Source: an optimization exercise on an open RTL-to-GDS flow (aim: small area, a short achievable clock period and few clock cycles per item). Production flows keep margins and buffers that such runs may drop. The RTL was checked by simulation tests, not by an equivalence proof against the original design. Power is estimated from default activity; no workload was simulated.

--- design.v ---
package accelbrot_pkg;
  typedef enum logic [1:0] {
    IDLE,
    ARM,
    BURST
  } state_e;
  function automatic int widx_bits(input int n);
    widx_bits = (n > 1) ? $clog2(n) : 1;
  endfunction
endpackage
module accelbrot_serial_addsub #(
  parameter int WWIDTH = 34
) (
  input  logic              clk,
  input  logic              rstn,
  input  logic              en_i,
  input  logic              first_i,
  input  logic              sub_i,
  input  logic [WWIDTH-1:0] x_i,
  input  logic [WWIDTH-1:0] y_i,
  output logic [WWIDTH-1:0] s_o
);
  logic              c_q;
  logic              cin;
  logic              co;
  logic [WWIDTH-1:0] y_op;
  assign y_op = sub_i ? ~y_i : y_i;
  assign cin  = first_i ? sub_i : c_q;
  assign {co, s_o} = {1'b0, x_i} + {1'b0, y_op}
                   + {{WWIDTH{1'b0}}, cin};
  always_ff @(posedge clk or negedge rstn) begin
    if (!rstn) c_q <= 1'b0;
    else if (en_i) c_q <= co;
  end
endmodule
module accelbrot_scan_gen #(
  parameter int NWORDS = 8,
  parameter int WWIDTH = 34,
  parameter int TWIDTH = 24,
  parameter int XWIDTH = 12,
  parameter int YWIDTH = 12
) (
  input  logic                     clk,
  input  logic                     rstn,
  input  logic [NWORDS*WWIDTH-1:0] cfg_a0,
  input  logic [NWORDS*WWIDTH-1:0] cfg_b0,
  input  logic [NWORDS*WWIDTH-1:0] cfg_step,
  input  logic [XWIDTH-1:0]        cfg_width,
  input  logic [YWIDTH-1:0]        cfg_height,
  input  logic                     ctl_start,
  output logic                     ctl_busy,
  output logic                     ctl_done,
  output logic [31:0]              sts_num_issued,
  output logic [WWIDTH-1:0]        enter_a,
  output logic [WWIDTH-1:0]        enter_b,
  output logic [TWIDTH-1:0]        enter_tag,
  output logic                     enter_start,
  output logic                     enter_valid,
  input  logic                     enter_bp
);
  localparam int NB = NWORDS * WWIDTH;
  localparam int WB = accelbrot_pkg::widx_bits(NWORDS);
  localparam logic [WB-1:0] WLAST = WB'(NWORDS - 1);
  localparam logic [WB-1:0] WLOAD = WB'(NWORDS - 5);
  localparam logic [WB-1:0] WPRE0 = WB'(NWORDS - 4);
  localparam int RB = 5 * WWIDTH;             
  localparam int S1 = (WWIDTH + 2) / 3;       
  localparam int S2 = (WWIDTH - S1) / 2;
  localparam int S3 = WWIDTH - S1 - S2;
  localparam int CW = XWIDTH + YWIDTH;
  logic [NB-1:0]     a_cur_q, a_row0_q, b_cur_q, step_q;
  logic [S1:0]       l1_q;
  logic [S1+S2:0]    l2_q;
  logic [WWIDTH:0]   p_q;
  logic [S1-1:0]     x1_q, y1_q;
  logic              c_q, c1_q, sel0_q, nsel0_q, sel1_q, nsel1_q, sel2_q, sel3_q, nsel2_q, nsel3_q;
  logic [XWIDTH-1:0] width_q, xrem_q;
  logic [YWIDTH-1:0] yrem_q;
  logic              w1_q, w12_q, eor_q, eorn_q, lrow_q, first_q;
  logic [WB-1:0]     ph_q;
  logic [CW-1:0]     issued_q;
  logic              busy_q, run_q, idle_q, done_q, valid_q, vld_q, estart_q;
  logic              empty, go, wlast, wend, last_px, begin_b, ag, bg;
  logic              c_n;
  logic [S1-1:0]     x1, y1;
  logic [S2-1:0]     x2, y2;
  logic [S3-1:0]     x3, y3;
  logic [WWIDTH-1:0] a_lo, b_lo, r_lo, a0w, sum, a_ent, b_ent;
  assign empty   = (cfg_width == '0) || (cfg_height == '0);
  assign go      = ctl_start && !busy_q;
  assign wlast   = (ph_q == WLAST);
  assign wend    = valid_q && wlast;
  assign last_px = eor_q && lrow_q;
  assign begin_b = !enter_bp && busy_q && wlast && !(wend && last_px);
  assign a_lo = a_cur_q[WWIDTH-1:0];
  assign b_lo = b_cur_q[WWIDTH-1:0];
  assign r_lo = a_row0_q[WWIDTH-1:0];
  assign ag  = vld_q && !eor_q;
  assign bg  = vld_q && eor_q;
  assign a0w = first_q ? a_lo : r_lo;
  assign x1 = sel0_q ? b_cur_q[4*WWIDTH +: S1] : a_cur_q[4*WWIDTH +: S1];
  assign y1 = step_q[4*WWIDTH +: S1] ^ {S1{!nsel0_q}};
  assign x2 = sel2_q ? b_cur_q[2*WWIDTH+S1 +: S2] : a_cur_q[2*WWIDTH+S1 +: S2];
  assign y2 = step_q[2*WWIDTH+S1 +: S2] ^ {S2{!nsel2_q}};
  assign x3 = sel3_q ? b_cur_q[WWIDTH+S1+S2 +: S3] : a_cur_q[WWIDTH+S1+S2 +: S3];
  assign y3 = step_q[WWIDTH+S1+S2 +: S3] ^ {S3{!nsel3_q}};
  assign sum   = p_q[WWIDTH-1:0] + WWIDTH'(c_q);
  assign c_n   = p_q[WWIDTH] || (c_q && (&p_q[WWIDTH-1:0]));
  assign a_ent = ag ? sum : bg ? a0w : a_lo;
  assign b_ent = bg ? sum : b_lo;
  always_ff @(posedge clk) begin
    a_cur_q  <= {cfg_a0[NB-RB-1:0], cfg_a0[NB-1:NB-RB]} & {NB{idle_q}}
              | {a_ent, a_cur_q[NB-1:WWIDTH]} & {NB{run_q}};
    b_cur_q  <= {cfg_b0[NB-RB-1:0], cfg_b0[NB-1:NB-RB]} & {NB{idle_q}}
              | {b_ent, b_cur_q[NB-1:WWIDTH]} & {NB{run_q}};
    step_q   <= {cfg_step[NB-RB-1:0], cfg_step[NB-1:NB-RB]} & {NB{idle_q}}
              | {step_q[WWIDTH-1:0], step_q[NB-1:WWIDTH]} & {NB{run_q}};
    a_row0_q <= {a0w, a_row0_q[NB-1:WWIDTH]};
    x1_q     <= x1;
    y1_q     <= y1;
    c1_q     <= sel0_q && ph_q == WPRE0;
    l1_q     <= {1'b0, x1_q} + {1'b0, y1_q} + (S1+1)'(c1_q);
    l2_q     <= {{1'b0, x2} + {1'b0, y2} + (S2+1)'(l1_q[S1]), l1_q[S1-1:0]};
    p_q      <= {{1'b0, x3} + {1'b0, y3} + (S3+1)'(l2_q[S1+S2]), l2_q[S1+S2-1:0]};
    if (ph_q == WLOAD || ph_q == WLAST) begin
      sel0_q  <= vld_q ? eorn_q : eor_q;
      nsel0_q <= !(vld_q ? eorn_q : eor_q);
    end
    sel1_q   <= sel0_q;
    nsel1_q  <= nsel0_q;
    sel2_q   <= sel1_q;
    nsel2_q  <= nsel1_q;
    sel3_q   <= sel2_q;
    nsel3_q  <= nsel2_q;
    c_q      <= c_n && !wlast;
    if (idle_q) begin
      width_q <= cfg_width;
      xrem_q  <= cfg_width;
      yrem_q  <= cfg_height;
      w1_q    <= (cfg_width == XWIDTH'(1));
      w12_q   <= (cfg_width == XWIDTH'(1)) || (cfg_width == XWIDTH'(2));
      eor_q   <= (cfg_width == XWIDTH'(1));
      eorn_q  <= (cfg_width == XWIDTH'(1)) || (cfg_width == XWIDTH'(2));
      lrow_q  <= (cfg_height == YWIDTH'(1));
      first_q <= 1'b1;
    end else if (wend) begin
      first_q <= 1'b0;
      eor_q   <= eorn_q;
      if (eor_q) begin
        xrem_q <= width_q;
        eorn_q <= w12_q;
        yrem_q <= yrem_q - YWIDTH'(1);
        lrow_q <= (yrem_q == YWIDTH'(2));
      end else begin
        xrem_q <= xrem_q - XWIDTH'(1);
        eorn_q <= (xrem_q == XWIDTH'(3)) || (xrem_q == XWIDTH'(2) && w1_q);
      end
    end
  end
  always_ff @(posedge clk or negedge rstn) begin
    if (!rstn) begin
      ph_q     <= '0;
      issued_q <= '0;
      busy_q   <= 1'b0;
      run_q    <= 1'b0;
      idle_q   <= 1'b1;
      done_q   <= 1'b0;
      valid_q  <= 1'b0;
      vld_q    <= 1'b0;
      estart_q <= 1'b0;
    end else begin
      ph_q     <= busy_q ? ph_q + WB'(1) : WLOAD;
      done_q   <= (go && empty) || (wend && last_px);
      estart_q <= begin_b;
      if (begin_b) begin
        valid_q <= 1'b1;
        vld_q   <= 1'b1;
      end else if (wlast) begin
        valid_q <= 1'b0;
        vld_q   <= 1'b0;
      end
      if (go && !empty) begin
        busy_q   <= 1'b1;
        run_q    <= 1'b1;
        idle_q   <= 1'b0;
        issued_q <= '0;
      end else if (wend) begin
        issued_q <= issued_q + CW'(1);
        if (last_px) begin
          busy_q <= 1'b0;
          run_q  <= 1'b0;
          idle_q <= 1'b1;
        end
      end
    end
  end
  assign ctl_busy       = busy_q;
  assign ctl_done       = done_q;
  assign sts_num_issued = 32'(issued_q);
  assign enter_a        = a_lo;
  assign enter_b        = b_lo;
  assign enter_tag      = issued_q[TWIDTH-1:0];
  assign enter_start    = estart_q;
  assign enter_valid    = valid_q;
endmodule
--- config.mk ---
export PLATFORM = sky130hd
export DESIGN_NAME = accelbrot_scan_gen
export DESIGN_NICKNAME = accelbrot_scan_gen
export VERILOG_FILES = /design/flow/design.v
export SDC_FILE = /design/flow/constraint.sdc
export NUM_CORES = 4
export LEC_CHECK = 0
export CAP_MARGIN = 20
export CORE_MARGIN = 2
export CORE_UTILIZATION = 55
export SETUP_SLACK_MARGIN = 2.7
export SLEW_MARGIN = 20
--- flow/run.sh ---
#!/bin/bash
# Standard ORFS layout (the standard.sh) with plain buffers on the ports,
# larger clock-tree leaf clusters driven by smaller buffers, and no dummy
# clock loads.
set -euo pipefail
bash standard.sh "BUFFER_PORTS_ARGS=-buffer_cell sky130_fd_sc_hd__buf_1" \
  "CTS_ARGS=-sink_clustering_enable -repair_clock_nets -dont_use_dummy_load -root_buf sky130_fd_sc_hd__clkbuf_16 -sink_clustering_buffer sky130_fd_sc_hd__clkbuf_8 -sink_clustering_size 14 -sink_clustering_max_diameter 50 -buf_list {sky130_fd_sc_hd__clkbuf_8 sky130_fd_sc_hd__clkbuf_16}" \
  finish > standard_make.log 2>&1
--- constraint.sdc ---
create_clock -name core_clock -period 5.0 [get_ports {clk}]
set_input_delay 1.0000 -clock core_clock [delete_from_list [all_inputs] [get_ports {clk}]]
set_output_delay 1.0000 -clock core_clock [all_outputs]
set_load 0.01 [all_outputs]
--- standard.sh ---
#!/bin/bash
# synth_recipe.tcl (not shown) runs the flow's synth.tcl, then flattens the netlist and writes it again
# the make line also repeats each setting of config.mk as NAME=value (left out here)
make -C /OpenROAD-flow-scripts/flow DESIGN_CONFIG=/design/flow/config.mk WORK_HOME=/design/flow/orfs CLKGATE_MAP_FILE= SYNTH_SCRIPT=/design/flow/synth_recipe.tcl "${@:-finish}"
==> reports/qor.yml, run 1 <==
gp_congestion: 1.00
p_leak_uw: 0.0192
syn2layout_area_growth_pct: 14.6
hold_buffers: 0
fp.dieW_um: 275
fin_cells: 5026
fin_skew_ns: 0.0715
holdWs_ns: 0.265
ios: 972
drt_first_pass_iters: 8
setup_viol: 0
htreeDepth: 3
drc: 0
slew-limit-headroom_pct: 30.0
critical_path_class: "reg -> out"
power_frac_comb_pct: 32.1
die_area_um2: 75500
r2r-start: "sel3_q"
grt_usage_pct: 34.4
final_nets: 4922
grt_pass1_wl_um: 188000
synth_ff_type: "dfxtp_1"
worstPathArrival_ns: 1.27
final_common_cell: "dfxtp_1"
die_y_um: 275
hpwl_um: 104000
critPathMaxFanout: 3
setup_tns_ns: 0
clk_pin_slew_ns: 0.08
rsz0062_at_grt: "yes"
synth_edf_count: 43
vias: 29153
fmax_mhz: 441
cp_slowest_cell: "dfxtp_1"
ant_nets: 0
grt_overflow_total: 0
hold_path_startpoint: "l2_q[22]"
hp-class: "reg -> reg"
drtIter0Drc: 2822
syn_area_um2: 40300
clock_sinks: 1268
syn-instance-count: 3214
start_util_pct: 55.4
yosys_register_bits: 1268
finalHoldViolCount: 0
grt_start_max_net_pins: 229
cp.required_ns: 4.00
run_status: "timing/DRC/antenna clean"
pwr-share-clk_pct: 15.2
layout_common_cells: "1,161 x dfxtp_1, 945 x buf_1, 755 x a22o_1"
grt_pass1_vias: 28111
synth_async_sr_flop_share_pct: 2.52
routedWlPerCell_um: 27.2
cts_tree: "done"
power_uw: 35200
io_buffers: 963
swShare_pct: 34.4
synth_cell_types: 69
startpoint: "a_cur_q[5]"
cp-end-kind: "primary output"
cp_top_family: "flip-flops"
crit_chain: "buf_1"
cts_root_buffer: "clkbuf_16"
drive_above_1_share_pct: 8.84
seq_area_frac_synth_pct: 64.5
dpl.cell_count: 4838
maxSlewViolCount: 0
avgViaCountPerCell: 5.80
cap_viol_max_count: 0
yosysWarnings: 1
finalWirelength_um: 137000
cts_buffers: 113
cp-start-kind: "flip-flop"
fin_crit_sh_pct: 45.3
slowest_delay_ns: 0.46
pwr-share-seq_pct: 52.7
clock_latency_ns: 0.65
rows: 99
path_buf_inv: 1
powerDensity_nw_per_um2: 762
coreArea_um2: 72700
switchingPower_uw: 12100
power.internal_uw: 23100
worst_pin_slew_ns: 1.05
antenna_found_initial: 62
irDropWorstVdd_mv: 0.589
cts_buffer_depth: 3
syn-mean-instance-area_um2: 12.5
fin_crit_ns: 2.27
==> stage by stage <==
| step | utilization, % | setup slack [ns] | instance area, µm² |
|---|---|---|---|
| after floorplan | - | 2.71 | 40400 |
| after global placement | 60.2 | 2.27 | 43800 |
| after detailed placement | 60.2 | 2.20 | 43800 |
| after CTS | 63.0 | 2.65 | 45800 |
| after global routing | 63.5 | 2.64 | 46200 |
| final | 63.5 | 2.73 | 46200 |
==> kinds of logic after synthesis <==
logic type / Yosys count / synth area share [%]
AOI/OAI and AO/OA: 986 / 20.1
xor gates and xnor gates: 128 / 2.78
adders and majority gates: 48 / 1.60
buffers and inverters: 358 / 4.31
DFF: 1268 / 64.5
muxes: 89 / 2.42
other: 1 / 0.00931
and+or+nand+nor: 336 / 4.28
==> cell type report <==
| cell class | instances | area [µm²] |
|---|---|---|
| inverters | 35 | 131 |
| diodes | 39 | 97.6 |
| flip-flops and latches | 1268 | 26100 |
| well taps | 959 | 1200 |
| repair buffers | 1016 | 4210 |
| multi-input cells | 1596 | 12800 |
| fillers | 5949 | 26500 |
| clock buffers | 113 | 1660 |
==> registers in the layout, indices dropped and copies added (netlist names), 3 cells and up <==
signal    flops
a_cur_q     272
a_row0_q    272
b_cur_q     272
issued_q     24
l1_q         13
l2_q         24
p_q          35
ph_q          3
step_q      272
width_q      12
x1_q         12
xrem_q       12
y1_q         12
yrem_q       12
==> power by group through the flow <==
stage,combinational (µW),clock (µW),sequential [µW]
floorplan,8650,0,16800
global placement,10300,0,18600
detailed placement,10600,0,18700
CTS,11100,5420,18400
global route,12300,5790,18900
finish,11300,5370,18500
==> final timing paths <==
kind | depth (start not counted) | slack (ns) | end
hold reg to reg | 0 | 0.27 | p_q[22]
hold / removal | 0 | 0.27 | p_q[22]
setup reg to reg | 9 | 2.76 | p_q[33]
setup / recovery | 1 | 2.73 | enter_a[5]
max in group asynchronous | 1 | 3.81 | vld_q
min in group asynchronous | 1 | 0.47 | issued_q[15]
==> cells in the mapped netlist, types with 4 or more instances <==
library cell  count  area share (%)
buf_1            15            0.14
nand3_1          41            0.51
nand2b_1          4           0.062
o21ai_0          85             1.1
edfxtp_1         43             3.2
clkbuf_1        194             1.8
and3_1            8            0.12
xor2_1           37            0.80
and2_1            6           0.093
mux2i_1          20            0.50
buf_2            12            0.15
ha_1             42             1.3
o2111ai_1         4           0.087
buf_4           100             1.9
a222oi_1         22            0.55
nor2b_1           5           0.078
inv_1            34            0.32
a22oi_1          22            0.41
a21oi_1          38            0.47
o21ai_1           5           0.062
mux2_2           69             1.9
nor3_1           27            0.34
xnor2_1          91             2.0
a221o_1           5            0.12
nor4_1           10            0.16
a211oi_1          7            0.13
o211ai_1          4           0.075
dfrtp_1          31             1.9
a22o_1          755              16
fa_1              6            0.30
nor2_1           89            0.83
nand2_1          91            0.85
nand4_1          17            0.26
and4_1           13            0.28
dfxtp_1        1193              59
a21o_1           14            0.26
o21a_1            4           0.075
==> per-layer routing <==
metal  wire length, µm  global-route usage (%)  vias to the layer above
met1             56400                    45.2                    14317
met2             62600                    53.7                     1264
met5               229                       0                        -
li1                  -                       -                    13248
met3             12400                    9.39                      290
met4              5270                    14.5                       34
==> timing repair <==
action / 4_1_cts / 5_1_grt
resized for setup: 75 / 38
pin swaps: 13 / 12
setup endpoints to repair: 286 / 108
setup buffers: 20 / 14
cloned: 1 / 1
Testbench counts, summed over its fixed seeds: cycles 281,128, pixels 35,068.
==> run 2, diff against run 1 <==
--- a/config.mk
+++ b/config.mk
@@ -10,2 +10,3 @@
 export CORE_UTILIZATION = 55
+export PLACE_DENSITY = 0.75
 export SETUP_SLACK_MARGIN = 2.7
==> reports/qor.yml, run 2 <==
synth_edf_count: 43  # unchanged
syn-mean-instance-area_um2: 12.5  # unchanged
cts_buffer_depth: 3  # unchanged
syn2layout_area_growth_pct: 14.5  # about the same
slowest_delay_ns: 0.52  # +0.06 ns
synth.area.top_cells: "dfxtp_1 59%, a22o_1 16%, edfxtp_1 3.2%, xnor2_1 2.0%, mux2_2 1.9%"
cts_root_buffer: "clkbuf_16"
startpoint: "run_q"
ant_nets: 0  # unchanged
synth_ff_type: "dfxtp_1"
drtIter0Drc: 2920  # +3.5%
r2r-start: "run_q"
netlist_top_cells_count: "1,193 x dfxtp_1, 755 x a22o_1, 194 x clkbuf_1, 100 x buf_4"
clock_sinks: 1268  # unchanged
gp_congestion: 0.958  # -4.2%
fin_crit_ns: 2.41  # +0.146 ns
grt_usage_pct: 32.6  # -1.8 points
coreArea_um2: 72700  # unchanged
yosysTopAreaCellShare_pct: 59.3  # unchanged
grt_pass1_wl_um: 178000  # -5.3%
clk_pin_slew_ns: 0.08  # about the same
cp-end-kind: "primary output"
fmax_mhz: 415  # -6.1%
rsz0062_at_grt: "yes"
run_status: "timing/DRC/antenna clean"
start_util_pct: 55.4  # unchanged
reg2reg_depth: 6  # -3
irDropWorstVdd_mv: 0.468  # -21%
ios: 972  # unchanged
die_y_um: 275  # unchanged
drt_first_pass_iters: 5  # -3
fin_skew_ns: 0.0775  # +0.00607 ns
grt_start_max_net_pins: 235  # +2.6%
seq_area_frac_synth_pct: 64.5  # unchanged
final_common_cell: "dfxtp_1"
hold_buffers: 0  # unchanged
synth.most_common_cell: "dfxtp_1"
syn_area_um2: 40300  # unchanged
grt_overflow_total: 0  # unchanged
holdPathStages: 0  # unchanged
cts_tree: "done"
yosys_register_bits: 1268  # unchanged
fin_crit_sh_pct: 48.2  # +2.9 points
synth_largest_area_cell: "dfxtp_1"
cp_slowest_cell: "dfrtp_4"
finalWirelength_um: 131000  # -4.2%
p_leak_uw: 0.0192  # +0.16%
worst_pin_slew_ns: 1.19  # +0.141 ns
powerDensity_nw_per_um2: 758  # -0.47%
hp-class: "reg -> reg"
yosysWarnings: 1  # unchanged
critPathMaxFanout: 8  # +5
slew-limit-headroom_pct: 20.6  # -9.4 points
cts_buffers: 114  # +0.88%
rows: 99  # unchanged
setup_viol: 0  # unchanged
grt_pass1_vias: 26767  # -4.8%
antenna_found_initial: 49  # -21%
worstPathArrival_ns: 1.41  # +0.14 ns
cap_viol_max_count: 0  # unchanged
drc: 0  # unchanged
final_nets: 4920  # -0.041%
vias: 28863  # -0.99%
drive_above_1_share_pct: 8.82  # -0.020 points
critical_path_class: "reg -> out"
io_buffers: 963  # unchanged
fp.dieW_um: 275  # unchanged
clock_latency_ns: 0.64  # about the same
routedWlPerCell_um: 26.1  # -4.0%
setup_tns_ns: 0  # unchanged
htreeDepth: 3  # unchanged
hold_path_startpoint: "l1_q[0]"
crit_chain: "buf_12 -> buf_6"
die_area_um2: 75500  # unchanged
synth_async_sr_flop_share_pct: 2.52  # unchanged
cp.required_ns: 4.00  # about the same
cp-start-kind: "flip-flop"
avgViaCountPerCell: 5.76  # -0.74%
power_uw: 35000  # -0.51%
hpwl_um: 98700  # -5.0%
maxSlewViolCount: 0  # unchanged
layout_common_cells: "1,167 x dfxtp_1, 938 x buf_1, 755 x a22o_1"
syn-instance-count: 3214  # unchanged
finalHoldViolCount: 0  # unchanged
synth_cell_types: 69  # unchanged
## run 2: cell counts after synthesis
No cell type changed its count.
## run 2: logic make-up after synthesis
family / count (synthesis) / synth area share [%]
xor gates and xnor gates: 128 / 2.78
and+or+nand+nor: 336 / 4.28
adders and majority gates: 48 / 1.60
AOI/OAI and AO/OA: 986 / 20.1
buffers and inverters: 358 / 4.31
muxes: 89 / 2.42
other: 1 / 0.00931
DFF: 1268 / 64.5
## run 2: report_power, final
group	total, µW	switching (µW)	internal [µW]
combinational	11100	5690	5440
clock	5340	3140	2200
sequential	18500	3130	15400
total	35000	12000	23100
## run 2: worst max-delay path: cells and delay by family (launching register included)
family	cells	cell delay, ns
buffers and inverters	2	0.28
flip-flops	1	0.52
## run 2: repair_timing
item,4_1_cts,5_1_grt
pin swaps,2,10
gates cloned,0,3
endpoints found under the setup margin,281,71
setup buffers,20,11
resized for setup,76,34
## run 2: per-stage QoR
step           utilization (%)  hold slack [ns]  std cells  worst slack (ns)  instance area [µm²]
5_1_grt                   63.5            0.279       5003              2.56                46100
6_report                  63.5            0.273       5013              2.59                46200
3_5_place_dp              60.2            0.312       4836              2.27                43800
2_1_floorplan                -            0.310       3221              2.71                40400
4_1_cts                   63.0            0.269       4970              2.46                45800
3_3_place_gp              60.2            0.310       4836              2.32                43800
## run 2: path summary, 6_finish.rpt
path	to	slack, ns
hold / removal	l2_q[0]	0.27
hold reg to reg	l2_q[0]	0.27
setup / recovery	ctl_busy	2.59
min in group asynchronous	done_q	0.51
setup reg to reg	b_cur_q[271]	2.72
max in group asynchronous	run_q	3.79
## run 2: cell type report
class                      instances  area (µm²)
clock buffer                     114        1670
multi-input combinational       1596       12800
fill                            5750       26500
timing repair buffer            1013        4250
sequential                      1268       26100
antenna                           28        70.1
tap                              959        1200
inverter                          35         131
## run 2: per-layer routing
metal  global-route usage [%]  wire (µm)
met5                        0        211
met4                     14.6       4740
met2                     49.3      58900
met3                     9.25      13800
met1                     43.8      53400
==> run 3, diff against run 2 <==
--- a/config.mk
+++ b/config.mk
@@ -10,4 +10,3 @@
 export CORE_UTILIZATION = 55
-export PLACE_DENSITY = 0.75
-export SETUP_SLACK_MARGIN = 2.7
+export SETUP_SLACK_MARGIN = 2.85
 export SLEW_MARGIN = 20
==> reports/qor.yml, run 3 <==
power_frac_comb_pct: 35.3  # +3.5 points
seq_area_um2: 26200  # +0.45%
synth.most_common_cell: "dfxtp_1"
gp_congestion: 0.938  # -2.0%
drt_first_pass_iters: 6  # +1
cp-end-kind: "primary output"
cp-start-kind: "flip-flop"
critPathMaxFanout: 4  # -4
final_common_cell: "dfxtp_1"
whs_endpoint: "p_q[21]"
cts_tree: "done"
ios: 972  # unchanged
powerDensity_nw_per_um2: 768  # +1.2%
synth_ff_type: "dfxtp_1"
ant_nets: 0  # unchanged
rsz0062_at_grt: "yes"
finalHoldViolCount: 0  # unchanged
io_buffers: 963  # unchanged
reg2reg_depth: 9  # +3
final_area_um2: 48100  # +4.1%
grt_pass1_vias: 28519  # +6.5%
setup_tns_ns: 0  # unchanged
syn-instance-count: 3214  # unchanged
yosysTopAreaCellShare_pct: 59.3  # unchanged
met1_length_um: 56100  # +4.9%
cp_slowest_cell: "dfrtp_4"
netlist_top_cells_count: "1,193 x dfxtp_1, 755 x a22o_1, 194 x clkbuf_1, 100 x buf_4"
syn-mean-instance-area_um2: 12.5  # unchanged
vias: 29480  # +2.1%
fin_crit_ns: 2.43  # +0.0174 ns
cts_buffer_depth: 3  # unchanged
dr_wl_met3_um: 12700  # -8.0%
synth_cell_types: 69  # unchanged
synth_largest_area_cell: "dfxtp_1"
irDropWorstVdd_mv: 0.438  # -6.4%
fmax_mhz: 412  # -0.72%
place_area_um2: 43800  # about the same
fin_cells: 5113  # +2.0%
drtIter0Drc: 2890  # -1.0%
top_layer: "met5"
hold_path_startpoint: "l2_q[21]"
clock_sinks: 1268  # unchanged
power.internal_uw: 24300  # +5.5%
final_nets: 5016  # +2.0%
fin_crit_sh_pct: 48.6  # +0.35 points
pwr-share-seq_pct: 49.8  # -3.2 points
fin_skew_ns: 0.0693  # -0.00826 ns
multiInputGateArea_um2: 13100  # +2.7%
cap_viol_max_count: 0  # unchanged
start_util_pct: 55.4  # unchanged
clock_latency_ns: 0.64  # about the same
grt_usage_pct: 34.6  # +1.9 points
clk_pin_slew_ns: 0.08  # about the same
cp_top_family: "flip-flops"
finalWirelength_um: 138000  # +5.2%
slowest_delay_ns: 0.53  # about the same
setup_viol: 0  # unchanged
synth.area.top_cells: "dfxtp_1 59%, a22o_1 16%, edfxtp_1 3.2%, xnor2_1 2.0%, mux2_2 1.9%"
cp.required_ns: 4.00  # about the same
layout_common_cells: "1,126 x dfxtp_1, 842 x buf_1, 755 x a22o_1"
regToRegSetupSlack_ns: 2.70  # -0.02 ns
yosysWarnings: 1  # unchanged
fp.dieW_um: 275  # unchanged
swShare_pct: 34.1  # -0.063 points
p_leak_uw: 0.0203  # +5.6%
grt_overflow_total: 0  # unchanged
slew-limit-headroom_pct: 36.5  # +16 points
cts_root_buffer: "clkbuf_16"
die_area_um2: 75500  # unchanged
crit_chain: "buf_16 -> buf_6"
critical_path_class: "reg -> out"
switchingPower_uw: 12600  # +5.2%
synth_async_sr_flop_share_pct: 2.52  # unchanged
drc: 0  # unchanged
nFillCells: 5635  # -2.0%
power_uw: 36900  # +5.4%
routedWlPerCell_um: 27.0  # +3.1%
drive_above_1_share_pct: 15.2  # +6.4 points
syn_area_um2: 40300  # unchanged
holdPathStages: 0  # unchanged
grt_start_max_net_pins: 167  # -29%
worst_pin_slew_ns: 0.952  # -0.239 ns
htreeDepth: 3  # unchanged
r2r-end: "p_q[30]"
antenna_found_initial: 56  # +14%
worstPathArrival_ns: 1.43  # +0.02 ns
routed-wl-met2_um: 63900  # +8.5%
coreArea_um2: 72700  # unchanged
path_buf_inv: 2  # unchanged
seq_area_frac_synth_pct: 64.5  # unchanged
syn2layout_area_growth_pct: 19.3
hold_buffers: 0  # unchanged
yosys_register_bits: 1268  # unchanged
pwr-share-clk_pct: 14.9  # -0.4 points
die_y_um: 275  # unchanged
hpwl_um: 101000  # +2.4%
hp-class: "reg -> reg"
cts_buffers: 118  # +3.5%
run_status: "timing/DRC/antenna clean"
r2r-start: "sel3_q"
grt_pass1_wl_um: 189000  # +6.3%
avgViaCountPerCell: 5.77  # +0.14%
dpl.cell_count: 4836  # unchanged
maxSlewViolCount: 0  # unchanged
rows: 99  # unchanged
synth_edf_count: 43  # unchanged
-- run 3: cell counts after synthesis --
No cell type changed its count.
-- run 3: final cells by class --
type	instances	share of cell area [%]
multi-input cells	1596	27.3
repair buffers	1104	11.7
flip-flops and latches	1268	54.5
clock buffers	118	3.59
repair inverters	1	0.0104
inverters	35	0.284
well taps	959	2.50
diodes	32	0.167
-- run 3: power groups by stage --
stage               combinational [µW]  sequential, µW  clock (µW)
global placement                 10400           18500           0
CTS                              12400           18300        5540
finish                           13000           18400        5490
detailed placement               10700           18600           0
floorplan                         8680           16800           0
global route                     14000           18700        5910
-- run 3: worst max path at each step --
| stage | startpoint | endpoint | slack, ns | depth (start not counted) |
|---|---|---|---|---|
| after CTS | run_q | ctl_busy | 2.56 | 2 |
| after global placement | eor_q | a_cur_q[270] | 1.82 | 4 |
| final | run_q | ctl_busy | 2.57 | 2 |
| after global routing | run_q | ctl_busy | 2.55 | 2 |
| after floorplan | sel3_q | p_q[33] | 2.73 | 10 |
| after detailed placement | eor_q | a_cur_q[262] | 1.89 | 3 |
-- run 3: per-layer routing --
layer  vias to the layer above  track usage [%]
met5                         -                0
met4                        28             13.0
met3                       288             9.26
met2                      1332             54.9
met1                     14387             45.3
li1                      13445                -
-- run 3: through the flow --
| step | setup WS (ns) | util (%) | hold slack, ns |
|---|---|---|---|
| 2_1_floorplan | 2.73 | - | 0.310 |
| 3_3_place_gp | 1.82 | 60.2 | 0.310 |
| 3_5_place_dp | 1.89 | 60.2 | 0.312 |
| 4_1_cts | 2.56 | 65.3 | 0.269 |
| 5_1_grt | 2.55 | 66.1 | 0.259 |
| 6_report | 2.57 | 66.1 | 0.264 |
-- run 3: timing repair --
item                       CTS  global route
setup endpoints to repair  970           154
pin swaps                   20            24
gates resized for setup    348            91
cloned                       7             0
buffers inserted            96            24
-- run 3: kinds of logic (layout without fill, tap and decap cells) --
family	count (synthesis)	after routing	synth area share [%]
simple gates	336	337	4.28
mux	89	89	2.42
other cells	1	40	0.00931
flops	1268	1268	64.5
xor+xnor	128	128	2.78
buf+inv	358	1258	4.31
compound gates	986	986	20.1
fa+ha+maj	48	48	1.60
==> run 4, diff against run 3 <==
--- a/config.mk
+++ b/config.mk
@@ -10,3 +10,3 @@
 export CORE_UTILIZATION = 55
-export SETUP_SLACK_MARGIN = 2.85
+export SETUP_SLACK_MARGIN = 3.0
 export SLEW_MARGIN = 20
==> reports/qor.yml, run 4 <==
cts_buffer_depth: 3  # unchanged
drive_above_1_share_pct: 16.6  # +1.4 points
switchingPower_uw: 12800  # +1.6%
netlist_top_cells_count: "1,193 x dfxtp_1, 755 x a22o_1, 194 x clkbuf_1, 100 x buf_4"
hpwl_um: 104000  # +3.0%
clock_sinks: 1268  # unchanged
syn-mean-instance-area_um2: 12.5  # unchanged
slew-limit-headroom_pct: 32.1  # -4.5 points
rows: 99  # unchanged
synth_cell_types: 69  # unchanged
rsz0062_at_grt: "yes"
drt_first_pass_iters: 6  # unchanged
gp_congestion: 0.942  # +0.41%
synth.area.top_cells: "dfxtp_1 59%, a22o_1 16%, edfxtp_1 3.2%, xnor2_1 2.0%, mux2_2 1.9%"
synth_largest_area_cell: "dfxtp_1"
synth_async_sr_flop_share_pct: 2.52  # unchanged
irDropWorstVdd_mv: 0.376  # -14%
crit_chain: "buf_6"
critical_path_class: "reg -> out"
die_y_um: 275  # unchanged
final_nets: 5045  # +0.58%
p_leak_uw: 0.0205  # +1.1%
layout_common_cells: "1,114 x dfxtp_1, 842 x buf_1, 755 x a22o_1"
cp_slowest_cell: "dfrtp_4"
cts_buffers: 120  # +1.7%
hp-class: "reg -> reg"
pwr-share-clk_pct: 14.8  # about the same
fin_skew_ns: 0.0581  # -0.0111 ns
grt_start_max_net_pins: 206  # +23%
run_status: "timing/DRC/antenna clean"
cap_viol_max_count: 0  # unchanged
slowest_delay_ns: 0.52  # about the same
clk_pin_slew_ns: 0.09  # about the same
drc: 0  # unchanged
finalWirelength_um: 141000  # +2.3%
htreeDepth: 3  # unchanged
ios: 972  # unchanged
avgViaCountPerCell: 5.80  # +0.55%
finalHoldViolCount: 0  # unchanged
fmax_mhz: 434  # +5.5%
power_uw: 37500  # +1.6%
fin_crit_sh_pct: 46.0  # -2.6 points
place_area_um2: 43900  # +0.21%
fp.dieW_um: 275  # unchanged
setup_viol: 0  # unchanged
routedWlPerCell_um: 27.4  # +1.6%
synth_ff_type: "dfxtp_1"
setup_tns_ns: 0  # unchanged
cp-start-kind: "flip-flop"
antenna_found_initial: 52  # -7.1%
drtIter0Drc: 2524  # -13%
syn2layout_area_growth_pct: 21.0
swShare_pct: 34.1  # about the same
final_area_um2: 48800  # +1.5%
multiInputGateArea_um2: 13400  # +1.8%
hold_buffers: 0  # unchanged
yosysWarnings: 1  # unchanged
die_area_um2: 75500  # unchanged
grt_overflow_total: 0  # unchanged
vias: 29834  # +1.2%
cts_tree: "done"
worstPathArrival_ns: 1.30  # -0.13 ns
nFillCells: 5610  # -0.44%
clock_latency_ns: 0.64  # about the same
maxSlewViolCount: 0  # unchanged
path_buf_inv: 1  # -1
cp_top_family: "flip-flops"
fin_crit_ns: 2.30  # -0.128 ns
grt_usage_pct: 35.4  # +0.83 points
fin_util_pct: 67.1  # +0.96 points
critPathMaxFanout: 4  # unchanged
cts_root_buffer: "clkbuf_16"
worst_pin_slew_ns: 1.02  # +0.0671 ns
io_buffers: 963  # unchanged
power_frac_comb_pct: 35.6  # +0.3 points
power.internal_uw: 24700  # +1.6%
grt_pass1_wl_um: 194000  # +2.4%
syn_area_um2: 40300  # unchanged
yosys_register_bits: 1268  # unchanged
holdWs_ns: 0.280  # +0.0160 ns
seq_area_frac_synth_pct: 64.5  # unchanged
synth_edf_count: 43  # unchanged
start_util_pct: 55.4  # unchanged
ant_nets: 0  # unchanged
cp-end-kind: "primary output"
seq_area_um2: 26200  # about the same
synth.most_common_cell: "dfxtp_1"
grt_pass1_vias: 29165  # +2.3%
coreArea_um2: 72700  # unchanged
cp.required_ns: 4.00  # about the same
powerDensity_nw_per_um2: 769  # +0.17%
yosysTopAreaCellShare_pct: 59.3  # unchanged
syn-instance-count: 3214  # unchanged
pwr-share-seq_pct: 49.6  # -0.2 points
final_common_cell: "dfxtp_1"
==> run 4: power by group through the flow <==
stage	Clock (µW)	Sequential, µW	Combinational, µW
6_report	5540	18600	13400
4_1_cts	5590	18500	12600
2_1_floorplan	0	16800	8710
3_3_place_gp	0	18700	10300
5_1_grt	5990	18900	14400
3_5_place_dp	0	18800	10600
==> run 4: path summary, 6_finish.rpt <==
path	start	end	slack, ns	depth (start not counted)
worst max-delay path	run_q	ctl_busy	2.70	1
worst min-delay path	a_row0_q[162]	a_row0_q[128]	0.28	0
worst max register to register	step_q[80]	l2_q[22]	2.71	8
worst min register to register	a_row0_q[162]	a_row0_q[128]	0.28	0
max in group asynchronous	rstn	vld_q	3.84	1
min in group asynchronous	rstn	issued_q[15]	0.47	1
==> run 4: area by class of cell <==
| type | count | share of cell area, % |
|---|---|---|
| diodes | 36 | 0.185 |
| clock buffers | 120 | 3.60 |
| inverters | 35 | 0.272 |
| multi-input cells | 1597 | 27.4 |
| flip-flops and latches | 1268 | 53.7 |
| well taps | 959 | 2.46 |
| repair buffers | 1131 | 12.3 |
==> run 4: layer usage <==
layer / track usage [%] / wire (µm) / part of all wire [%] / up-vias
li1: - / - / - / 13496
met1: 46.9 / 58200 / 41 / 14634
met2: 56.0 / 65600 / 46 / 1370
met3: 7.96 / 11600 / 8.2 / 314
met4: 15.2 / 5560 / 3.9 / 20
met5: 0 / 131 / 0.093 / -
==> run 4: logic make-up (layout without fill, tap and decap cells) <==
group | Yosys count | count (layout) | share of synthesized area, %
AOI/OAI and AO/OA | 986 | 986 | 20.1
xor gates and xnor gates | 128 | 128 | 2.78
adders and majority gates | 48 | 48 | 1.60
buffers and inverters | 358 | 1286 | 4.31
DFF | 1268 | 1268 | 64.5
muxes | 89 | 89 | 2.42
other | 1 | 44 | 0.00931
and+or+nand+nor | 336 | 338 | 4.28
==> run 4: timing repair <==
action                                  4_1_cts  5_1_grt
cloned                                        3        1
setup buffers                               121       28
resized for setup                           429       83
endpoints found under the setup margin      981      269
pin swaps                                    27       21
==> run 4: stage by stage <==
| stage | setup slack, ns | std cells |
|---|---|---|
| after floorplan | 2.73 | 3221 |
| after global placement | 2.07 | 4837 |
| after detailed placement | 1.93 | 4837 |
| after CTS | 2.66 | 5081 |
| after global routing | 2.65 | 5139 |
| final | 2.70 | 5146 |
==> run 4: worst reg2reg max path: stages, from the launching register on <==
cell	delay (ns)
dfxtp_4	0.38
xor2_2	0.17
fa_2	0.40
fa_2	0.35
nand3b_1	0.20
a211oi_2	0.31
nor2_1	0.11
a21oi_2	0.14
xor2_1	0.14
==> run 5, diff against run 4 <==
--- a/config.mk
+++ b/config.mk
@@ -10,3 +10,3 @@
 export CORE_UTILIZATION = 55
-export SETUP_SLACK_MARGIN = 3.0
+export SETUP_SLACK_MARGIN = 2.6
 export SLEW_MARGIN = 20
==> reports/qor.yml, run 5 <==
p_leak_uw: 0.0191  # -6.8%
seq_area_frac_synth_pct: 64.5  # unchanged
synth_edf_count: 43  # unchanged
slew-limit-headroom_pct: 18.6  # -13 points
final_nets: 4913  # -2.6%
synth_largest_area_cell: "dfxtp_1"
cts_root_buffer: "clkbuf_16"
cts_buffer_depth: 3  # unchanged
critical_path_class: "reg -> out"
synth_ff_type: "dfxtp_1"
fmax_mhz: 419  # -3.5%
syn_area_um2: 40300  # unchanged
io_buffers: 963  # unchanged
grt_overflow_total: 0  # unchanged
cp-start-kind: "flip-flop"
finalWirelength_um: 137000  # -2.6%
worstPathArrival_ns: 1.39  # +0.09 ns
pwr-share-clk_pct: 15.5  # +0.7 points
netlist_top_cells_count: "1,193 x dfxtp_1, 755 x a22o_1, 194 x clkbuf_1, 100 x buf_4"
maxSlewViolCount: 0  # unchanged
path_buf_inv: 2  # +1
clk_pin_slew_ns: 0.08  # about the same
routedWlPerCell_um: 27.3  # -0.26%
syn-mean-instance-area_um2: 12.5  # unchanged
antenna_found_initial: 59  # +13%
hp-class: "reg -> reg"
layout_common_cells: "1,185 x dfxtp_1, 955 x buf_1, 755 x a22o_1"
nFillCells: 5973  # +6.5%
cp_slowest_cell: "dfrtp_4"
clock_latency_ns: 0.66  # +0.02 ns
finalHoldViolCount: 0  # unchanged
pwr-share-seq_pct: 52.6  # +3.0 points
syn-instance-count: 3214  # unchanged
hold_buffers: 0  # unchanged
fp.dieW_um: 275  # unchanged
worst_pin_slew_ns: 1.22  # +0.201 ns
yosysWarnings: 1  # unchanged
syn2layout_area_growth_pct: 14.2
synth_async_sr_flop_share_pct: 2.52  # unchanged
drtIter0Drc: 2704  # +7.1%
coreArea_um2: 72700  # unchanged
synth_cell_types: 69  # unchanged
die_y_um: 275  # unchanged
power.internal_uw: 23000  # -6.9%
cp_top_family: "flip-flops"
cp.required_ns: 4.00  # about the same
vias: 28965  # -2.9%
drc: 0  # unchanged
switchingPower_uw: 12100  # -5.6%
yosys_register_bits: 1268  # unchanged
cts_buffers: 116  # -3.3%
rows: 99  # unchanged
grt_pass1_wl_um: 189000  # -2.7%
crit_chain: "buf_16 -> buf_6"
clock_sinks: 1268  # unchanged
power_frac_comb_pct: 32.0  # -3.6 points
fin_crit_sh_pct: 47.7  # +1.7 points
hpwl_um: 104000  # +0.38%
powerDensity_nw_per_um2: 762  # -0.90%
gp_congestion: 0.964  # +2.4%
power_uw: 35100  # -6.5%
drive_above_1_share_pct: 7.22  # -9.3 points
yosysTopAreaCellShare_pct: 59.3  # unchanged
cts_tree: "done"
cp-end-kind: "primary output"
seq_area_um2: 26000  # -0.72%
ios: 972  # unchanged
rsz0062_at_grt: "yes"
swShare_pct: 34.4  # +0.33 points
drt_first_pass_iters: 8  # +2
cap_viol_max_count: 0  # unchanged
irDropWorstVdd_mv: 0.413  # +9.8%
setup_viol: 0  # unchanged
htreeDepth: 3  # unchanged
ant_nets: 0  # unchanged
grt_pass1_vias: 27997  # -4.0%
fin_ws_ns: 2.61  # -0.0840 ns
avgViaCountPerCell: 5.76  # -0.57%
die_area_um2: 75500  # unchanged
critPathMaxFanout: 6  # +2
preCtsSetupSlack_ns: 2.15  # +0.216 ns
fin_skew_ns: 0.0716  # +0.0135 ns
fin_crit_ns: 2.39  # +0.0840 ns
slowest_delay_ns: 0.52  # about the same
final_common_cell: "dfxtp_1"
grt_usage_pct: 34.4  # -1.1 points
setup_tns_ns: 0  # unchanged
synth.area.top_cells: "dfxtp_1 59%, a22o_1 16%, edfxtp_1 3.2%, xnor2_1 2.0%, mux2_2 1.9%"
synth.most_common_cell: "dfxtp_1"
grt_start_max_net_pins: 238  # +16%
multiInputGateArea_um2: 12800  # -4.6%
start_util_pct: 55.4  # unchanged
run_status: "timing/DRC/antenna clean"
run 5: cell counts after synthesis:
No cell type changed its count.
run 5: per-layer routing:
layer	vias up	GRT usage, %	part of all wire [%]
met2	1259	52.6	46
met3	218	9.02	9.0
met4	16	13.1	3.2
met1	14215	46.8	42
met5	-	0	0.073
li1	13257	-	-
run 5: worst paths after layout:
path	startpoint	end	slack, ns	cells after the start
setup / recovery	run_q	ctl_busy	2.61	2
hold / removal	a_row0_q[241]	a_row0_q[207]	0.29	0
setup reg to reg	run_q	a_cur_q[263]	2.70	5
hold reg to reg	a_row0_q[241]	a_row0_q[207]	0.29	0
max in group asynchronous	rstn	vld_q	3.74	1
min in group asynchronous	rstn	issued_q[18]	0.51	1
run 5: logic make-up (layout without fill, tap and decap cells):
family | after synthesis | after routing | share of synthesized area, %
flops | 1268 | 1268 | 64.5
compound gates | 986 | 986 | 20.1
buf+inv | 358 | 1155 | 4.31
simple gates | 336 | 337 | 4.28
xor+xnor | 128 | 128 | 2.78
mux | 89 | 89 | 2.42
fa+ha+maj | 48 | 48 | 1.60
other cells | 1 | 55 | 0.00931
run 5: through the flow:
step,hold slack (ns),cell area (µm²),std cells,util [%]
2_1_floorplan,0.310,40300,3221,-
3_3_place_gp,0.310,43800,4838,60.2
3_5_place_dp,0.312,43800,4838,60.2
4_1_cts,0.281,45700,4964,62.8
5_1_grt,0.284,46000,5019,63.3
6_report,0.288,46000,5025,63.3
run 5: area by class of cell:
cell class,instances,share of cell area (%)
Tap cell,959,2.61
Clock buffer,116,3.69
Inverter,35,0.285
Sequential cell,1268,56.5
Antenna cell,47,0.256
Multi-Input combinational cell,1596,27.7
Timing Repair Buffer,1004,8.95
run 5: repair_timing:
item / CTS / global route
buffers inserted: 9 / 11
gates cloned: 1 / 3
pin swaps: 1 / 6
resized for setup: 31 / 31
setup endpoints to repair: 97 / 146
run 5: power groups by stage:
stage	Clock (µW)	Sequential (µW)	Combinational (µW)
floorplan	0	16800	8620
global placement	0	18500	10300
detailed placement	0	18600	10600
CTS	5480	18400	10900
global route	5880	18800	12200
finish	5420	18400	11200
==> run 6, diff against run 5 <==
--- a/config.mk
+++ b/config.mk
@@ -9,3 +9,3 @@
 export CORE_MARGIN = 2
-export CORE_UTILIZATION = 55
+export CORE_UTILIZATION = 50
 export SETUP_SLACK_MARGIN = 2.6
==> reports/qor.yml, run 6 <==
yosys.area_share.adder_pct: 1.60  # unchanged
powerDensity_nw_per_um2: 755  # -0.97%
syn-instance-count: 3214  # unchanged
cp_top_family: "compound AO/OA/AOI/OAI gates"
grt_overflow_total: 0  # unchanged
hpwl_um: 100000  # -4.1%
yosys_register_bits: 1268  # unchanged
r2r-end: "p_q[33]"
slowest_delay_ns: 0.40  # -0.12 ns
syn2layout_area_growth_pct: 14.3
synth_edf_count: 43  # unchanged
syn_area_um2: 40300  # unchanged
fmax_mhz: 422  # +0.67%
critPathMaxFanout: 3  # -3
drive_above_1_share_pct: 7.16  # -0.055 points
synthMuxAreaShare_pct: 2.42  # unchanged
drt_first_pass_iters: 5  # -3
fp.dieW_um: 288  # +4.8%
cts_buffers: 120  # +3.4%
fin_crit_ns: 2.37  # -0.0160 ns
syn-mean-instance-area_um2: 12.5  # unchanged
synth_cell_types: 69  # unchanged
holdPathStages: 0  # unchanged
final_nets: 4916  # +0.061%
rsz0062_at_grt: "yes"
hold_path_startpoint: "a_row0_q[249]"
seq_area_frac_synth_pct: 64.5  # unchanged
gp_congestion: 0.898  # -6.8%
grt_start_max_net_pins: 237  # -0.42%
reg2reg_depth: 9  # +4
cp-end-kind: "flip-flop"
critical_path_class: "reg -> reg"
netlist_top_cells_count: "1,193 x dfxtp_1, 755 x a22o_1, 194 x clkbuf_1, 100 x buf_4"
hp-class: "reg -> reg"
start_util_pct: 50.3  # -5.1 points
final_common_cell: "dfxtp_1"
synth-simple-area-share_pct: 4.28  # unchanged
synth_ff_type: "dfxtp_1"
cap_viol_max_count: 0  # unchanged
synth_largest_area_cell: "dfxtp_1"
final_area_um2: 46100  # +0.11%
yosysWarnings: 1  # unchanged
cp_slowest_cell: "a2111o_1"
ant_nets: 0  # unchanged
rows: 104  # +5.1%
htreeDepth: 3  # unchanged
synthXorXnorAreaFrac_pct: 2.78  # unchanged
die_y_um: 288  # +4.8%
cp-start-kind: "flip-flop"
drtIter0Drc: 2161  # -20%
run_status: "timing/DRC/antenna clean"
maxSlewViolCount: 0  # unchanged
fin_ws_ns: 2.63  # +0.0160 ns
routedWlPerCell_um: 25.9  # -5.1%
grt_pass1_wl_um: 181000  # -3.9%
worstPathArrival_ns: 2.91  # +1.52 ns
setup_tns_ns: 0  # unchanged
coreArea_um2: 80200  # +10%
layout_common_cells: "1,184 x dfxtp_1, 959 x buf_1, 755 x a22o_1"
crit_chain: "mux2_2 -> fa_2 -> inv_1 -> fa_2 -> inv_1 -> a21oi_2 -> o221ai_2 -> a2111o_1 -> o211ai_1"
synth_top_family_by_area: "compound AO/OA/AOI/OAI gates"
setup_viol: 0  # unchanged
io_buffers: 963  # unchanged
drc: 0  # unchanged
path_buf_inv: 2  # unchanged
finalHoldViolCount: 0  # unchanged
cts_root_buffer: "clkbuf_16"
clock_latency_ns: 0.65  # about the same
fin_skew_ns: 0.0679  # -0.00366 ns
vias: 28151  # -2.8%
antenna_found_initial: 63  # +6.8%
p_leak_uw: 0.0191  # -0.15%
whs_endpoint: "a_row0_q[215]"
r2r-start: "a_cur_q[57]"
finalWirelength_um: 133000  # -3.5%
preCtsSetupSlack_ns: 1.80  # -0.353 ns
synth_compound_area_share_pct: 20.1  # unchanged
place_area_um2: 43900  # +0.34%
cts_tree: "done"
grt_pass1_vias: 26304  # -6.0%
irDropWorstVdd_mv: 0.328  # -21%
fin_crit_sh_pct: 47.4  # -0.32 points
slew-limit-headroom_pct: 23.2  # +4.6 points
yosysTopAreaCellShare_pct: 59.3  # unchanged
synth.area.top_cells: "dfxtp_1 59%, a22o_1 16%, edfxtp_1 3.2%, xnor2_1 2.0%, mux2_2 1.9%"
synth.most_common_cell: "dfxtp_1"
ios: 972  # unchanged
synth_async_sr_flop_share_pct: 2.52  # unchanged
avgViaCountPerCell: 5.51  # -4.4%
grt_usage_pct: 30.3  # -4.1 points
regToRegSetupSlack_ns: 2.63  # -0.07 ns
worst_pin_slew_ns: 1.15  # -0.0685 ns
cp.required_ns: 5.54  # +1.54 ns
clock_sinks: 1268  # unchanged
die_area_um2: 82900  # +9.8%
cts_buffer_depth: 3  # unchanged
clk_pin_slew_ns: 0.09  # about the same
-- run 6: cell count changes in the layout (fill, tap and decap cells not counted), moves of 2 or more --
cell / before / now
clkbuf_8: 107 / 111
dfrtp_2: 2 / 0
dfxtp_2: 4 / 2
dfrtp_1: 27 / 29
buf_1: 955 / 959
buf_12: 4 / 6
diode_2: 47 / 28
dfxtp_4: 4 / 7
clkbuf_2: 3 / 1
-- run 6: worst max path at each step --
stage	start	slack (ns)	end	cells past startpoint
2_1_floorplan	nsel2_q	2.58	l2_q[22]	9
3_3_place_gp	eor_q	1.99	a_cur_q[260]	5
3_5_place_dp	eor_q	1.80	a_cur_q[255]	5
4_1_cts	a_cur_q[5]	2.61	enter_a[5]	1
5_1_grt	step_q[80]	2.57	l2_q[22]	8
6_report	a_cur_q[57]	2.63	p_q[33]	9
-- run 6: through the flow --
stage	instances	hold WS (ns)	total power [µW]	util (%)
finish	5110	0.283	34800	57.5
global route	5107	0.284	36700	57.5
global placement	4940	0.310	28800	54.8
floorplan	3221	0.310	25400	-
CTS	5072	0.279	34600	57.2
detailed placement	4940	0.312	29000	54.8
-- run 6: power by group --
part / leakage, µW / total (µW) / switching (µW) / internal (µW)
sequential: 0.0108 / 18200 / 2860 / 15400
clock: 0.000909 / 5530 / 3230 / 2300
combinational: 0.00732 / 11000 / 5670 / 5330
-- run 6: cell families (layout without fill, tap and decap cells) --
family,Yosys count,count (layout)
compound gates,986,986
xor+xnor,128,128
fa+ha+maj,48,48
buf+inv,358,1158
flops,1268,1268
mux,89,89
other cells,1,36
simple gates,336,337
-- run 6: worst reg2reg max path, cell delays in order (launching register included) --
cell and delay, ns:
dfxtp_4 0.39, mux2_2 0.28, fa_2 0.35, inv_1 0.09, fa_2 0.21, inv_1 0.05, a21oi_2 0.22, o221ai_2 0.17
a2111o_1 0.40, o211ai_1 0.10
-- run 6: area by class of cell --
type / count / area [µm²]
multi-input combinational: 1596 / 12700
timing repair buffer: 1003 / 4060
clock buffer: 120 / 1750
antenna: 28 / 70.1
fill: 6998 / 34100
sequential: 1268 / 26000
tap: 1060 / 1330
inverter: 35 / 133
-- run 6: routing by layer --
| layer | wire (µm) | global-route usage, % |
|---|---|---|
| met5 | 297 | 0 |
| met4 | 3520 | 9.70 |
| met3 | 10800 | 8.81 |
| met2 | 60800 | 46.6 |
| met1 | 57100 | 41.0 |
-- run 6: timing repair --
action | in CTS | in global routing
setup endpoints to repair | 170 | 35
cloned | 1 | 1
buffers inserted | 11 | 9
hold buffers | 0 | 0
pin swaps | 1 | 7
gates resized for setup | 25 | 18
==> run 7, diff against run 6 <==
--- a/design.v
+++ b/design.v
@@ -101,3 +101,3 @@
   assign x1 = sel0_q ? b_cur_q[4*WWIDTH +: S1] : a_cur_q[4*WWIDTH +: S1];
-  assign y1 = step_q[4*WWIDTH +: S1] ^ {S1{!nsel0_q}};
+  assign y1 = step_q[4*WWIDTH +: S1] ^ {S1{!nsel0_q ^ ph_q[0]}};
   assign x2 = sel2_q ? b_cur_q[2*WWIDTH+S1 +: S2] : a_cur_q[2*WWIDTH+S1 +: S2];
@@ -115,4 +115,4 @@
               | {b_ent, b_cur_q[NB-1:WWIDTH]} & {NB{run_q}};
-    step_q   <= {cfg_step[NB-RB-1:0], cfg_step[NB-1:NB-RB]} & {NB{idle_q}}
-              | {step_q[WWIDTH-1:0], step_q[NB-1:WWIDTH]} & {NB{run_q}};
+    step_q   <= ~(({cfg_step[NB-RB-1:0], cfg_step[NB-1:NB-RB]} | {NB{run_q}})
+                & ({step_q[WWIDTH-1:0], step_q[NB-1:WWIDTH]} | {NB{idle_q}}));
     a_row0_q <= {a0w, a_row0_q[NB-1:WWIDTH]};
@@ -131,5 +131,5 @@
     sel2_q   <= sel1_q;
-    nsel2_q  <= nsel1_q;
+    nsel2_q  <= !nsel1_q ^ ph_q[0];   
     sel3_q   <= sel2_q;
-    nsel3_q  <= nsel2_q;
+    nsel3_q  <= sel2_q ^ ph_q[0];
     c_q      <= c_n && !wlast;
--- a/config.mk
+++ b/config.mk
@@ -9,4 +9,4 @@
 export CORE_MARGIN = 2
-export CORE_UTILIZATION = 50
-export SETUP_SLACK_MARGIN = 2.6
+export CORE_UTILIZATION = 55
+export SETUP_SLACK_MARGIN = 2.7
 export SLEW_MARGIN = 20
==> reports/qor.yml, run 7 <==
setup_viol: 0  # unchanged
synth_async_sr_flop_share_pct: 2.52  # unchanged
path_buf_inv: 1  # -1
synth_cell_types: 70  # +1.4%
drc: 0  # unchanged
grt_overflow_total: 0  # unchanged
critical_path_class: "reg -> reg"
grt_pass1_wl_um: 191000  # +5.4%
slowest_delay_ns: 0.48  # +0.08 ns
crit_path_frequent_cell: "fa_2"
seq_area_um2: 26100  # +0.14%
clock_sinks: 1268  # unchanged
whs_endpoint: "a_row0_q[158]"
cts_buffer_depth: 3  # unchanged
syn-mean-instance-area_um2: 12.3  # -1.7%
crit_cells: 10  # +1
cp-end-kind: "flip-flop"
worst_pin_slew_ns: 1.13  # -0.0258 ns
cp_top_family: "compound AO/OA/AOI/OAI gates"
cp_slowest_cell: "or4b_1"
hold_path_startpoint: "a_row0_q[192]"
rsz0062_at_grt: "yes"
holdPathStages: 0  # unchanged
hp-class: "reg -> reg"
grt_pass1_vias: 27890  # +6.0%
netlist_top_cells_count: "1,193 x dfxtp_1, 483 x a22o_1, 272 x o22ai_1, 180 x clkbuf_1"
avgViaCountPerCell: 5.84  # +6.0%
fin_crit_sh_pct: 52.3  # +4.9 points
cts_root_buffer: "clkbuf_16"
multiInputGateArea_um2: 12000  # -5.5%
seq_area_frac_synth_pct: 65.9  # +1.5 points
maxSlewViolCount: 0  # unchanged
yosys_register_bits: 1268  # unchanged
drtIter0Drc: 2859  # +32%
final_common_cell: "dfxtp_1"
worstPathArrival_ns: 3.16  # +0.25 ns
reg2reg_depth: 10  # +1
startpoint: "sel3_q"
htreeDepth: 3  # unchanged
rows: 98  # -5.8%
finalWirelength_um: 140000  # +5.6%
powerDensity_nw_per_um2: 787  # +4.3%
io_buffers: 963  # unchanged
power_uw: 35900  # +3.1%
die_area_um2: 73800  # -11%
p_leak_uw: 0.0183  # -4.3%
antenna_found_initial: 39  # -38%
fmax_mhz: 382  # -9.4%
hpwl_um: 106000  # +5.4%
clock_latency_ns: 0.64  # about the same
fin_util_pct: 63.9  # +6.4 points
layout_common_cells: "1,168 x dfxtp_1, 939 x buf_1, 483 x a22o_1"
holdWs_ns: 0.282  # -0.000373 ns
synth_ff_type: "dfxtp_1"
synth_edf_count: 43  # unchanged
cp-start-kind: "flip-flop"
synth.area.top_cells: "dfxtp_1 61%, a22o_1 11%, o22ai_1 4.3%, edfxtp_1 3.3%, xnor2_1 2.0%"
die_y_um: 272  # -5.6%
regToRegSetupSlack_ns: 2.38  # -0.25 ns
irDropWorstVdd_mv: 0.395  # +20%
slew-limit-headroom_pct: 24.9  # +1.7 points
ios: 972  # unchanged
fin_crit_ns: 2.62  # +0.245 ns
cts_tree: "done"
syn2layout_area_growth_pct: 15.6
r2r-start: "sel3_q"
crit_chain: "mux2_4 -> fa_2 -> inv_2 -> fa_2 -> nor2b_2 -> o21ai_2 -> a21oi_2 -> o41a_1 -> or4b_1 -> nand4b_1"
run_status: "timing/DRC/antenna clean"
yosysWarnings: 1  # unchanged
cts_buffers: 116  # -3.3%
drive_above_1_share_pct: 9.56  # +2.4 points
syn-instance-count: 3195  # -0.59%
fin_skew_ns: 0.0552  # -0.0128 ns
finalHoldViolCount: 0  # unchanged
critPathMaxFanout: 2  # -1
setup_tns_ns: 0  # unchanged
routedWlPerCell_um: 28.0  # +7.9%
drt_first_pass_iters: 6  # +1
coreArea_um2: 71200  # -11%
synth_largest_area_cell: "dfxtp_1"
final_nets: 4922  # +0.12%
cap_viol_max_count: 0  # unchanged
ant_nets: 0  # unchanged
nFillCells: 5874  # -16%
synth.most_common_cell: "dfxtp_1"
syn_area_um2: 39400  # -2.2%
grt_start_max_net_pins: 254  # +7.2%
gp_congestion: 0.979  # +9.0%
r2r-end: "p_q[33]"
cp.required_ns: 5.55  # about the same
grt_usage_pct: 35.8  # +5.5 points
vias: 29203  # +3.7%
clk_pin_slew_ns: 0.08  # about the same
yosysTopAreaCellShare_pct: 60.6  # +1.4 points
fp.dieW_um: 272  # -5.6%
start_util_pct: 55.3  # +5.0 points
-- run 7: worst max path at each step --
| stage | to | slack (ns) |
|---|---|---|
| 3_3_place_gp | p_q[33] | 2.00 |
| 3_5_place_dp | p_q[33] | 2.00 |
| 6_report | p_q[33] | 2.38 |
| 4_1_cts | p_q[33] | 2.34 |
| 5_1_grt | p_q[33] | 2.29 |
| 2_1_floorplan | p_q[33] | 2.36 |
-- run 7: cells by family after synthesis --
| kind of cell | count (synthesis) | synth area share [%] |
|---|---|---|
| flops | 1268 | 65.9 |
| xor+xnor | 129 | 2.87 |
| fa+ha+maj | 48 | 1.64 |
| simple gates | 323 | 4.06 |
| other cells | 1 | 0.00952 |
| buf+inv | 346 | 4.29 |
| mux | 82 | 2.30 |
| compound gates | 998 | 18.9 |
-- run 7: final cells by class --
type                    instances  area share, %
flip-flops and latches       1268           57.2
multi-input cells            1588           26.4
repair buffers               1026           9.69
clock buffers                 116           3.73
well taps                     950           2.61
inverters                      30          0.261
diodes                         21          0.115
-- run 7: repair_timing --
item,4_1_cts,5_1_grt
pin swaps,5,12
gates resized for setup,90,60
setup buffers,23,19
endpoints found under the setup margin,441,179
cloned,1,2
hold buffers,0,0
-- run 7: layer usage --
layer / global-route usage, % / wire length, µm / up-vias
li1: - / - / 13162
met3: 7.98 / 12100 / 240
met5: 0 / 135 / -
met2: 56.4 / 64700 / 1516
met4: 11.2 / 3940 / 20
met1: 49.2 / 59100 / 14265
-- run 7: report_power, final --
| part | internal (µW) | leakage, µW | switching (µW) | total [µW] |
|---|---|---|---|---|
| Clock | 2240 | 0.000880 | 3200 | 5430 |
| Combinational | 5470 | 0.00655 | 6390 | 11900 |
| Sequential | 15500 | 0.0108 | 3040 | 18600 |
-- run 7: through the flow --
step / cell area [µm²] / std cells / setup WS [ns]
after floorplan: 39500 / 3202 / 2.36
final: 45500 / 4999 / 2.38
after global routing: 45500 / 4996 / 2.29
after detailed placement: 42900 / 4817 / 2.00
after global placement: 42900 / 4817 / 2.00
after CTS: 45100 / 4957 / 2.34
Testbench counts of run 7, summed over its fixed seeds: cycles 281,128, pixels 35,068.
==> run 8, diff against run 7 <==
--- a/config.mk
+++ b/config.mk
@@ -10,3 +10,3 @@
 export CORE_UTILIZATION = 55
-export SETUP_SLACK_MARGIN = 2.7
+export SETUP_SLACK_MARGIN = 2.5
 export SLEW_MARGIN = 20
==> reports/qor.yml, run 8 <==
layout_common_cells: "1,186 x dfxtp_1, 957 x buf_1, 483 x a22o_1"
crit_chain: "mux2_2 -> fa_2 -> inv_2 -> fa_2 -> nor2b_1 -> o21ai_1 -> a21oi_2 -> o41a_1 -> or4b_1 -> nand4b_1"
reg2reg_depth: 10  # unchanged
start_util_pct: 55.3  # unchanged
routedWlPerCell_um: 27.5  # -2.0%
power_frac_comb_pct: 32.5  # -0.6 points
drtIter0Drc: 2938  # +2.8%
seq_area_um2: 26000  # -0.19%
worstPathArrival_ns: 3.18  # +0.02 ns
fp.dieW_um: 272  # unchanged
cts_buffer_depth: 3  # unchanged
slew-limit-headroom_pct: 27.6  # +2.7 points
drive_above_1_share_pct: 7.32  # -2.2 points
ios: 972  # unchanged
slowest_delay_ns: 0.48  # about the same
power_uw: 35300  # -1.7%
die_y_um: 272  # unchanged
regToRegSetupSlack_ns: 2.39  # about the same
ant_nets: 0  # unchanged
avgViaCountPerCell: 5.81  # -0.46%
r2r-end: "p_q[33]"
syn2layout_area_growth_pct: 14.2
syn-mean-instance-area_um2: 12.3  # unchanged
antenna_found_initial: 36  # -7.7%
rsz0062_at_grt: "yes"
fin_skew_ns: 0.0723  # +0.0171 ns
finalHoldViolCount: 0  # unchanged
grt_usage_pct: 35.2  # -0.59 points
netlist_top_cells_count: "1,193 x dfxtp_1, 483 x a22o_1, 272 x o22ai_1, 180 x clkbuf_1"
drc: 0  # unchanged
cts_root_buffer: "clkbuf_16"
pwr-share-clk_pct: 15.0  # -0.2 points
multiInputGateArea_um2: 11900  # -0.91%
hold_path_startpoint: "l2_q[11]"
synth_edf_count: 43  # unchanged
final_nets: 4899  # -0.47%
pwr-share-seq_pct: 52.5  # +0.7 points
yosys_register_bits: 1268  # unchanged
swShare_pct: 35.2  # about the same
powerDensity_nw_per_um2: 784  # -0.47%
synth.most_common_cell: "dfxtp_1"
cp_top_family: "simple AND/OR/NAND/NOR gates"
clock_sinks: 1268  # unchanged
run_status: "timing/DRC/antenna clean"
path_buf_inv: 1  # unchanged
yosysWarnings: 1  # unchanged
maxSlewViolCount: 0  # unchanged
cp_slowest_cell: "or4b_1"
cts_buffers: 110  # -5.2%
io_buffers: 963  # unchanged
setup_tns_ns: 0  # unchanged
r2r-start: "sel3_q"
syn-instance-count: 3195  # unchanged
cp-end-kind: "flip-flop"
gp_congestion: 1.00  # +2.4%
yosysTopAreaCellShare_pct: 60.6  # unchanged
synth_largest_area_cell: "dfxtp_1"
critPathMaxFanout: 3  # +1
syn_area_um2: 39400  # unchanged
vias: 28958  # -0.84%
htreeDepth: 3  # unchanged
coreArea_um2: 71200  # unchanged
critical_path_class: "reg -> reg"
power.internal_uw: 22800  # -1.7%
switchingPower_uw: 12400  # -1.7%
die_area_um2: 73800  # unchanged
irDropWorstVdd_mv: 0.400  # +1.2%
synth_ff_type: "dfxtp_1"
cp.required_ns: 5.57  # +0.02 ns
final_common_cell: "dfxtp_1"
clk_pin_slew_ns: 0.08  # about the same
seq_area_frac_synth_pct: 65.9  # unchanged
whs_endpoint: "p_q[11]"
holdWs_ns: 0.298  # +0.0160 ns
nFillCells: 5885  # +0.19%
hpwl_um: 105000  # -0.94%
synth.area.top_cells: "dfxtp_1 61%, a22o_1 11%, o22ai_1 4.3%, edfxtp_1 3.3%, xnor2_1 2.0%"
cap_viol_max_count: 0  # unchanged
cts_tree: "done"
p_leak_uw: 0.0180  # -1.3%
clock_latency_ns: 0.64  # about the same
finalWirelength_um: 137000  # -2.3%
drt_first_pass_iters: 7  # +1
fmax_mhz: 383  # about the same
fin_crit_ns: 2.61  # -0.00118 ns
grt_start_max_net_pins: 194  # -24%
grt_overflow_total: 0  # unchanged
hp-class: "reg -> reg"
synth_cell_types: 70  # unchanged
synth_async_sr_flop_share_pct: 2.52  # unchanged
crit_path_frequent_cell: "fa_2"
worst_pin_slew_ns: 1.09  # -0.0401 ns
grt_pass1_vias: 27562  # -1.2%
holdPathStages: 0  # unchanged
setup_viol: 0  # unchanged
cp-start-kind: "flip-flop"
fin_crit_sh_pct: 52.3  # about the same
rows: 98  # unchanged
grt_pass1_wl_um: 188000  # -1.3%
==> run 8: area by class of cell <==
cell class | count | share of cell area, %
Multi-Input combinational cell | 1588 | 26.5
Clock buffer | 110 | 3.59
Tap cell | 950 | 2.64
Sequential cell | 1268 | 57.8
Inverter | 30 | 0.250
Timing Repair Buffer | 1009 | 9.11
Antenna cell | 25 | 0.139
==> run 8: repair_timing <==
action                     4_1_cts  5_1_grt
pin swaps                        1        6
cloned                           0        1
setup endpoints to repair      467      160
setup buffers                   12       10
resized for setup               37       23
hold buffers                     0        0
==> run 8: power by group through the flow <==
stage,Sequential [µW],Combinational (µW),Clock (µW)
2_1_floorplan,16900,8420,0
3_3_place_gp,18600,10400,0
3_5_place_dp,18600,10800,0
4_1_cts,18400,11100,5340
5_1_grt,18800,12400,5700
6_report,18500,11500,5300
==> run 8: per-stage QoR <==
| stage | instance area, µm² | util [%] | instances | setup slack [ns] |
|---|---|---|---|---|
| 3_5_place_dp | 42900 | 60.2 | 4821 | 2.03 |
| 6_report | 45000 | 63.2 | 4980 | 2.39 |
| 5_1_grt | 45000 | 63.1 | 4976 | 2.29 |
| 3_3_place_gp | 42900 | 60.2 | 4821 | 2.09 |
| 2_1_floorplan | 39400 | - | 3202 | 2.36 |
| 4_1_cts | 44700 | 62.8 | 4943 | 2.38 |
==> run 8: worst max path at each step <==
stage / from / end / slack [ns] / depth (start not counted)
3_5_place_dp: sel2_q / l2_q[22] / 2.03 / 9
2_1_floorplan: sel3_q / p_q[33] / 2.36 / 11
3_3_place_gp: sel3_q / p_q[33] / 2.09 / 10
6_report: sel3_q / p_q[33] / 2.39 / 10
4_1_cts: nsel2_q / l2_q[22] / 2.38 / 9
5_1_grt: sel3_q / p_q[32] / 2.29 / 10
==> run 8: metal layers <==
| metal | routed length (µm) | vias to the layer above | share of wire [%] | track usage [%] |
|---|---|---|---|---|
| li1 | - | 13116 | - | - |
| met1 | 58100 | 14264 | 43 | 48.9 |
| met2 | 63700 | 1351 | 47 | 55.2 |
| met3 | 11400 | 217 | 8.3 | 7.73 |
| met4 | 3430 | 10 | 2.5 | 10.5 |
| met5 | 59 | - | 0.043 | 0 |
==> run 8: logic make-up (layout without fill, tap and decap cells) <==
family | after synthesis | in the layout | synth area share, %
fa+ha+maj | 48 | 48 | 1.64
compound gates | 998 | 998 | 18.9
simple gates | 323 | 323 | 4.06
buf+inv | 346 | 1149 | 4.29
flops | 1268 | 1268 | 65.9
mux | 82 | 82 | 2.30
xor+xnor | 129 | 129 | 2.87
other cells | 1 | 33 | 0.00952

Setup slack of run 8, layout unchanged: 2.386 ns with ideal ports, 2.386 ns with driving cells assumed (clock clkbuf_16, inputs buf_2), 2.165 ns with port delays also shifted by the 0.673 ns mid clock arrival.
